Background: an optimization exercise with open tools, aiming at small area, a short achievable clock period and few clock cycles per item. Do not read the settings as production practice. No activity file was given, so power comes from the tool's default toggle rates.

the reference run:
==> flow/design.v <==
`timescale 1ns / 1ps
package stfm_pkg;
  localparam int FREQ_W   = 26;
  localparam int TIME_W   = 32;
  localparam int MODE_LSB = 3;
  localparam logic [FREQ_W-1:0] FREQ_MAX = {FREQ_W{1'b1}};
  typedef enum logic [1:0] {
    CMD_WRITE = 2'd0,
    CMD_SYNC  = 2'd1,
    CMD_RESET = 2'd2,
    CMD_NOP   = 2'd3
  } cmd_code_t;
  typedef struct packed {
    logic [1:0]        command;
    logic [7:0]        latch_data;
    logic [TIME_W-1:0] cycle_time;
  } cmd_t;
  typedef struct packed {
    logic [FREQ_W-1:0] tone_frequency;
    logic [7:0]        latch_value;
    logic [1:0]        video_mode;
  } res_t;
  typedef struct packed {
    logic done;
    logic saturated;
  } div_status_t;
endpackage
`timescale 1ns / 1ps
`timescale 1ns / 1ps
module speaker_tone_frequency_meter_top #(
  parameter int CYCLES_PER_SECOND = 3546900
) (
  input  logic            clk,
  input  logic            rst,
  input  logic            cmd_valid,
  output logic            cmd_stall,
  input  logic [1:0]      cmd_command,
  input  logic [7:0]      cmd_latch_data,
  input  logic [31:0]     cmd_cycle_time,
  output logic            res_valid,
  input  logic            res_stall,
  output logic [25:0]     res_tone_frequency,
  output logic [7:0]      res_latch_value,
  output logic [1:0]      res_video_mode
);
  localparam int FW = stfm_pkg::FREQ_W;
  localparam int TW = stfm_pkg::TIME_W;
  localparam int PW = 59;
  localparam int LW = FW + 1;
  localparam int NW = 53;
  localparam int SK = 8;
  localparam logic [NW-1:0] HALF_RATE = NW'(CYCLES_PER_SECOND / 2);
  localparam int KB = $clog2(CYCLES_PER_SECOND / 2 + 1);
  localparam logic [NW-1:0] P_LAST    = NW'((64'(CYCLES_PER_SECOND / 2) << TW) -
                                            64'(CYCLES_PER_SECOND / 2));
  logic [7:0]     latch_byte;
  logic [TW-1:0]  last_toggle_time;
  logic [PW-1:0]  prod;
  logic [TW-1:0]  gap_acc;
  logic [FW-1:0]  frequency_reg;
  logic           rv;
  logic           busy;
  logic           div;
  logic           fix;
  logic           hold;
  logic           gcalc;
  logic           chk;
  logic           sat;
  logic [4:0]     cnt;
  logic           accept;
  logic           acc_w;
  logic           acc_s;
  logic           acc_r;
  logic           tog;
  logic           toggle;
  logic           t_nz;
  logic           t_nz_d;
  logic           back;
  logic [TW:0]    shifted;
  logic [TW:0]    add_b;
  logic           add_c;
  logic [TW+2:0]  add_w;
  logic [TW+1:0]  add_s;
  logic           ge;
  logic [TW-1:0]  rem_next;
  logic [TW+SK:0] g_or;   
  logic           skip;
  logic           skip2;
  logic           eligible;
  assign cmd_stall          = hold | (rv & res_stall);
  assign accept             = cmd_valid & ~cmd_stall;
  assign toggle             = cmd_latch_data[0] ^ latch_byte[0];
  assign t_nz               = t_nz_d;
  assign back               = cmd_cycle_time < last_toggle_time;
  assign res_valid          = rv;
  assign res_tone_frequency = frequency_reg;
  assign res_latch_value    = latch_byte;
  assign res_video_mode     = latch_byte[stfm_pkg::MODE_LSB +: 2];
  assign shifted  = prod[PW-1:LW-1];
  always_comb begin
    if (gcalc) begin
      add_b = {1'b0, last_toggle_time};
      add_c = 1'b1;
    end else if (div) begin
      add_b = ~shifted;
      add_c = 1'b0;
    end else if (fix) begin
      add_b = ~{last_toggle_time, 1'b0};
      add_c = 1'b1;
    end else begin
      add_b = {last_toggle_time, 1'b0};
      add_c = 1'b0;
    end
  end
  assign add_w    = {2'b0, gap_acc, 1'b1} + {1'b0, add_b, add_c};
  assign add_s    = add_w[TW+2:1];
  assign ge       = ~add_s[TW+1];
  assign rem_next = ge ? ~add_s[TW-1:0] : shifted[TW-1:0];
  always_comb begin
    g_or = '0;
    for (int i = TW - 1; i >= 0; i--) g_or[i] = g_or[i+1] | gap_acc[i];
  end
  assign skip     = (cnt > 5'(SK)) && g_or[SK] && ((prod[PW-1:LW] & ~g_or[TW+SK:SK+1]) == '0);
  assign skip2    = (cnt > 5'd2) && g_or[2] && ((prod[PW-1:LW] & ~g_or[TW+2:3]) == '0);
  assign eligible = t_nz && (prod[PW-1:KB] != '0);
  assign acc_w = accept && (cmd_command == 2'd0);
  assign acc_s = accept && (cmd_command == 2'd1);
  assign acc_r = accept && (cmd_command == 2'd2);
  assign tog   = acc_w && toggle;
  always_ff @(posedge clk) begin
    if (rst) begin
      latch_byte       <= '0;
      t_nz_d           <= 1'b0;
      frequency_reg    <= '0;
      rv               <= 1'b0;
      busy             <= 1'b0;
      div              <= 1'b0;
      fix              <= 1'b0;
      hold             <= 1'b0;
      gcalc            <= 1'b0;
      chk              <= 1'b0;
      sat              <= 1'b0;
    end else begin
      if (rv && !res_stall) rv <= 1'b0;
      if (fix) begin
        fix  <= 1'b0;
        hold <= 1'b0;
      end
      if (accept) begin
        rv <= 1'b1;
      end
      if (acc_w) begin
        latch_byte <= cmd_latch_data;
      end
      if (tog) begin
        t_nz_d           <= (cmd_cycle_time != '0);
        if (t_nz && back) begin
          fix  <= 1'b1;
          hold <= 1'b1;
        end
      end
      if (acc_s) begin
        if (eligible) begin
          busy  <= 1'b1;
          hold  <= 1'b1;
          gcalc <= 1'b1;
          rv    <= 1'b0;
        end else begin
          t_nz_d           <= 1'b0;
          frequency_reg    <= '0;
        end
      end
      if (gcalc) begin
        t_nz_d           <= 1'b0;
        gcalc            <= 1'b0;
        div              <= 1'b1;
        chk              <= 1'b1;
      end
      if (acc_r) begin
        latch_byte       <= '0;
        t_nz_d           <= 1'b0;
        frequency_reg    <= '0;
      end
      sat <= 1'b0;
      if (div) begin
        chk <= 1'b0;
        sat <= chk && ge;
        if (chk && gap_acc == '0) begin
          frequency_reg <= '0;
          busy          <= 1'b0;
          div           <= 1'b0;
          hold          <= 1'b0;
          rv            <= 1'b1;
        end else if (sat) begin
          frequency_reg <= stfm_pkg::FREQ_MAX;
          busy          <= 1'b0;
          div           <= 1'b0;
          hold          <= 1'b0;
          rv            <= 1'b1;
        end else if (cnt == 5'd1) begin
          frequency_reg <= {prod[FW-2:0], ge};
          busy          <= 1'b0;
          div           <= 1'b0;
          hold          <= 1'b0;
          rv            <= 1'b1;
        end
      end
    end
  end
  always_ff @(posedge clk) begin
    if (tog) begin
      last_toggle_time <= cmd_cycle_time;
    end
    if (tog && !t_nz) begin
      prod    <= '0;
      gap_acc <= ~cmd_cycle_time;
    end else begin
      if (tog) begin
        prod[NW-1:0] <= (prod[NW-1:0] == P_LAST) ? '0 : prod[NW-1:0] + HALF_RATE;
      end else if (div) begin
        if (skip) begin
          prod <= {prod[PW-SK-1:0], SK'(0)};
        end else if (skip2) begin
          prod <= {prod[PW-3:0], 2'b0};
        end else begin
          prod <= {rem_next, prod[LW-2:0], ge};
        end
      end
      if ((tog && back) || fix || gcalc) begin
        gap_acc <= add_s[TW-1:0];
      end
    end
    if (!div) begin
      cnt <= 5'(LW);
    end else if (skip) begin
      cnt <= cnt - 5'(SK);
    end else if (skip2) begin
      cnt <= cnt - 5'd2;
    end else begin
      cnt <= cnt - 5'd1;
    end
  end
endmodule
clock: 8.0 ns
lec_check: 0
cap_margin: 20
core_margin: 2
core_utilization: 40
setup_slack_margin: 4.0
slew_margin: 20
standard.sh (not shown) runs the stock make flow with config.mk's settings and CLKGATE_MAP_FILE= SYNTH_SCRIPT=/design/flow/synth_recipe.tcl, a recipe that flattens the netlist after the stock synthesis.
==> flow/flow/run.sh <==
#!/bin/bash
# The standard layout, with plain buffers (buf_2) as the port buffers that
# global placement inserts. Make's full output goes to make.log here; each
# ORFS step keeps its own log under orfs/logs/.
set -euo pipefail
bash standard.sh "BUFFER_PORTS_ARGS=-buffer_cell sky130_fd_sc_hd__buf_2" finish > make.log 2>&1
Changes in the trial run relative to the reference run:
--- a/flow/design.v
+++ b/flow/design.v
@@ -83,9 +83,8 @@
   logic [TW+1:0]  add_s;
   logic           ge;
   logic [TW-1:0]  rem_next;
-  logic [TW+SK:0] g_or;   
+  logic [TW+SK:0] g_or;
   logic           skip;
-  logic           skip2;
   logic           eligible;
   assign cmd_stall          = hold | (rv & res_stall);
   assign accept             = cmd_valid & ~cmd_stall;
@@ -121,7 +120,6 @@
     for (int i = TW - 1; i >= 0; i--) g_or[i] = g_or[i+1] | gap_acc[i];
   end
   assign skip     = (cnt > 5'(SK)) && g_or[SK] && ((prod[PW-1:LW] & ~g_or[TW+SK:SK+1]) == '0);
-  assign skip2    = (cnt > 5'd2) && g_or[2] && ((prod[PW-1:LW] & ~g_or[TW+2:3]) == '0);
   assign eligible = t_nz && (prod[PW-1:KB] != '0);
   assign acc_w = accept && (cmd_command == 2'd0);
   assign acc_s = accept && (cmd_command == 2'd1);
@@ -220,8 +218,6 @@
       end else if (div) begin
         if (skip) begin
           prod <= {prod[PW-SK-1:0], SK'(0)};
-        end else if (skip2) begin
-          prod <= {prod[PW-3:0], 2'b0};
         end else begin
           prod <= {rem_next, prod[LW-2:0], ge};
         end
@@ -234,8 +230,6 @@
       cnt <= 5'(LW);
     end else if (skip) begin
       cnt <= cnt - 5'(SK);
-    end else if (skip2) begin
-      cnt <= cnt - 5'd2;
     end else begin
       cnt <= cnt - 5'd1;
     end
[summary]
- Sum of routed wire length over all layers of the trial run falls short of that of the reference run by a few percent.
- The trial run — mux contribution to synthesized area 0.84 points higher, the reference run as reference
- Diff the reference run -> the trial run: sequential fraction of design power picked up an extra 2.1 points, met2 capacity usage during global routing picked up an extra 0.61 points, number of ordinary inverters in the final layout lost 4.5%, count of buffers added by post-CTS timing repair for setup picked up an extra 1.
- Critical path launch point: cmd_cycle_time[31] -> the trial run, fix -> the reference run
- The trial run against the reference run: total number of vias shows a reduction of 7.1%, xor-xnor portion of the synthesized cell area picked up an extra 0.78 points, global-route wire length before repair fell by about 1%, post-synthesis cell type count went down.
- in2reg as the critical path class was reported by the trial run, and reg2reg by the reference run.
No functional check of the RTL was part of any run of this note.

-- re-timing with driven ports --
No port has a modelled driver above. Below, the same layouts with a new extraction and two added sets of constraints. Step 1: set_driving_cell puts a clkbuf_16 on clk and a buf_2 on each other input, an assumption about the parent block. Step 2 moves the port delays by t, midway between the first and last clock arrival at a register: inputs arrive t later, outputs are due t later. That takes back most of the time a late clock gives input paths. Three values: ideal, step 1, step 2; two values: the first two.
run	shift t [ns]	setup slack, ns	hold WS [ns]	worst register clock-pin slew, ns	pins driven straight from the clock port
the reference run	0.497	4.104 / 4.104 / 3.683	0.490 / 0.490 / 0.490	0.08 / 0.08	1
the trial run	0.508	4.088 / 4.107 / 3.599	0.489 / 0.489 / 0.489	0.08 / 0.08	1
After both steps every run listed still meets setup and hold. For the trial run, which loses most, drivers alone change the setup slack by +0.019 ns; drivers and shift together by -0.489 ns.
